This design comes from an exercise in tuning for small area, a short achievable clock period and few clock cycles on the open sky130 flow, not from production work.
Power is estimated from default activity; no workload was simulated.

## old
## nmea_gga_position_parser
module nmea_gga_position_parser (
  input  logic        clk_i,
  input  logic        rst_ni,
  input  logic        in_valid_i,
  output logic        in_stall_o,
  input  logic [7:0]  rx_byte_i,
  output logic        out_valid_o,
  input  logic        out_stall_i,
  output logic [29:0] lat_e7_o,
  output logic [30:0] lon_e7_o,
  output logic        lat_ok_o,
  output logic        lon_ok_o,
  input  logic        cfg_valid_i,
  output logic        cfg_ready_o,
  input  logic [7:0]  cfg_field_separator_i
);
export LEC_CHECK = 0
export ABC_AREA = 1
export CAP_MARGIN = 20
export CORE_MARGIN = 2
export CORE_UTILIZATION = 55
export SETUP_SLACK_MARGIN = 5
export SLEW_MARGIN = 20
create_clock -name core_clock -period 7.5 [get_ports {clk_i}]
standard.sh (not shown) runs the stock make flow with config.mk's settings and CLKGATE_MAP_FILE= SYNTH_SCRIPT=/design/flow/synth_recipe.tcl, a recipe that flattens the netlist after the stock synthesis.
==> flow/flow/run.sh <==
#!/bin/bash
# Standard layout, but the port buffers are buf_2 cells instead of the
# default pick, which is a slow delay buffer.
set -euo pipefail
export BUFFER_PORTS_ARGS="-buffer_cell sky130_fd_sc_hd__buf_2"
bash standard.sh > standard.log 2>&1
Relative to old, the following input files were edited for new:
--- a/flow/design.v
+++ b/flow/design.v
@@ -122,25 +122,25 @@
   input  logic        out_stall_i,
   output logic [29:0] lat_e7_o,
   output logic [30:0] lon_e7_o,
   output logic        lat_ok_o,
   output logic        lon_ok_o,
   input  logic        cfg_valid_i,
   output logic        cfg_ready_o,
   input  logic [7:0]  cfg_field_separator_i
 );
   logic [7:0]  sep_q;
   logic        stall_q, stall_d;
   logic        vld_q;
-  logic [7:0]  byte_q;
+  logic [3:0]  byte_q;            
   logic [2:0]  pos_q, pos_d;      
   logic        hdr_q, hdr_d;
   logic        body_q, col2_q;     
   logic [2:0]  fld_q, fld_d;      
   logic        pt_q, pt_d;
   logic        dig_q, dig_d;
   logic        bad_q, bad_d;
   logic [3:0]  t_q, t_d;
   logic [3:0]  u_q, u_d;
   logic [2:0]  n_q, n_d;          
   logic [1:0]  r_q, r_d;
   logic [1:0]  r1_q;             
@@ -156,34 +156,37 @@
   logic        emit_q, emit_d;
   logic        ov_q, ov_d;
   assign cfg_ready_o = 1'b1;
   always_ff @(posedge clk_i or negedge rst_ni) begin
     if (!rst_ni) begin
       sep_q <= SEP_RESET;
     end else if (cfg_valid_i) begin
       sep_q <= cfg_field_separator_i;
     end
   end
   logic take;
   assign take = in_valid_i && !stall_q;
-  logic c_nl_q, c_sep_q, c_pt_q, c_dig_q;
+  logic c_nl_q, c_sep_q, c_pt_q, c_dig_q, c_g_q, c_p_q, c_a_q;
   always_ff @(posedge clk_i or negedge rst_ni) begin
     if (!rst_ni) begin
       vld_q <= 1'b0;
     end else begin
       vld_q <= take && (rx_byte_i != CHAR_SPACE);
     end
   end
   always_ff @(posedge clk_i) begin
-    byte_q  <= rx_byte_i;
+    byte_q  <= rx_byte_i[3:0];
+    c_g_q   <= rx_byte_i == 8'h47;
+    c_p_q   <= rx_byte_i == 8'h50;
+    c_a_q   <= rx_byte_i == 8'h41;
     c_nl_q  <= rx_byte_i == CHAR_NL;
     c_sep_q <= rx_byte_i == sep_q;
     c_pt_q  <= rx_byte_i == CHAR_POINT;
     c_dig_q <= (rx_byte_i[7:4] == 4'h3) && (rx_byte_i[3:0] <= 4'd9);
   end
   logic       ch, is_nl, is_sep, is_pt, is_dig;
   logic [3:0] dgt;
   assign ch     = vld_q;
   assign is_nl  = c_nl_q;
   assign is_sep = c_sep_q;
   assign is_pt  = c_pt_q;
   assign is_dig = c_dig_q;
@@ -210,33 +213,30 @@
   assign pinc = lon_q[7:0] + 8'(t_q >= 4'd6);
   assign int_dig    = ev_fc && is_dig && !pt_q && !big_q;
   assign frac_dig   = ev_fc && is_dig && pt_q && !big_q && (n_q <= 3'd4);
   assign pt_step    = ev_fc && is_pt && !pt_q && !big_q;
   assign big_det    = !pad_q &&
                       ((int_dig && (ftgt ? (lon_q[7:0] >= 8'd18) : (lon_q[7:0] >= 8'd9))) ||
                        (pt_step && (t_q >= 4'd6) &&
                         (ftgt ? (lon_q[7:0] == 8'd179) : (lon_q[7:0] == 8'd89))));
   assign close_step = ev_close && ok_close && !big_q;
   assign hwr        = (int_dig && !big_det) || frac_dig || close_step || pad_q;
   assign lat_last   = pad_q && (n_q == 3'd6) && !ptgt_q;
   logic go;
-  logic [7:0] hdr_ch;
+  logic hdr_ch;
   always_comb begin
     case (pos_q)
-      3'd1:    hdr_ch = 8'h47;   
-      3'd2:    hdr_ch = 8'h50;   
-      3'd3:    hdr_ch = 8'h47;   
-      3'd4:    hdr_ch = 8'h47;   
-      3'd5:    hdr_ch = 8'h41;   
-      default: hdr_ch = 8'h00;
+      3'd2:    hdr_ch = c_p_q;   
+      3'd5:    hdr_ch = c_a_q;   
+      default: hdr_ch = c_g_q;   
     endcase
   end
   always_comb begin
     pos_d   = pos_q;
     hdr_d   = hdr_q;
     fld_d   = fld_q;
     pt_d    = pt_q;
     dig_d   = dig_q;
     bad_d   = bad_q;
     t_d     = t_q;
     u_d     = u_q;
     n_d     = n_q;
@@ -257,25 +257,25 @@
         pad_d = 1'b0;
         n_d   = '0;
         r_d   = '0;
       end
     end
     if (ev_nl) begin
       pos_d = '0;
       hdr_d = 1'b1;
       fld_d = '0;
     end
     if (ev_c) begin
       if (pos_q != 3'd7) pos_d = pos_q + 3'd1;
-      if ((pos_q >= 3'd1) && (pos_q <= 3'd5) && (byte_q != hdr_ch)) hdr_d = 1'b0;
+      if ((pos_q >= 3'd1) && (pos_q <= 3'd5) && !hdr_ch) hdr_d = 1'b0;
     end
     if (ev_fc) begin
       if (is_pt) begin
         bad_d = bad_q || pt_q;
         pt_d  = 1'b1;
         if (big_det) big_d = 1'b1;
       end else if (is_dig) begin
         dig_d = 1'b1;
         if (!pt_q) begin
           t_d = u_q;
           u_d = dgt;
           if (big_det) big_d = 1'b1;
[compare] base=old new=new: relative area of non-clock buffer cells in the final design ~0 delta, data required time at the worst endpoint level.
Placed wire-length estimate of old is on par with new.
Comparing old and new, share of power burned in registers is higher on new.
In the tables for old and new, total placed instance area reads lower with new.
For old, the cell type of the slowest stage on the worst timing path was sky130_fd_sc_hd__dfxtp_4, unlike new, where it was sky130_fd_sc_hd__dfxtp_2.
Comparing old and new, the higher synthesized instance count was measured on old.
On number of buffers added by the clock tree synthesis step, old and new are basically level.
Delta (new minus old): worst setup slack did not really move, finished layout cell area shrank by about 0.54%, clock latency on the worst-skew pair saw little to no change, switching fraction of total power went down by 1.2 points, fraction of power consumed by combinational cells barely changed.
Function was not checked in any run of this note: the RTL went through the layout flow alone.

port drivers added, routing unchanged:
In the flow no input, the clock included, has a driving cell. The finished layouts below were timed again as built, in two steps. Step 1 assumes that a clkbuf_16 drives the clock port and a buf_2 every other input. Step 2, shift: input delay + t, output delay - t, t = (earliest + latest rising clock arrival at the registers) / 2. This alone moves slack from input paths to output paths. Slacks: no drivers / after step 1 / after step 2; pairs: no drivers / after step 1.
run | t, ns | setup WS [ns] | worst setup path after step 2
old | 0.474 | 5.025 / 4.978 / 4.704 | input to register
new | 0.457 | 5.025 / 4.982 / 4.716 | input to register
After both steps every run listed still meets setup and hold. The setup slack of old, which loses most, moves by -0.047 ns with the drivers and by -0.321 ns with both steps.
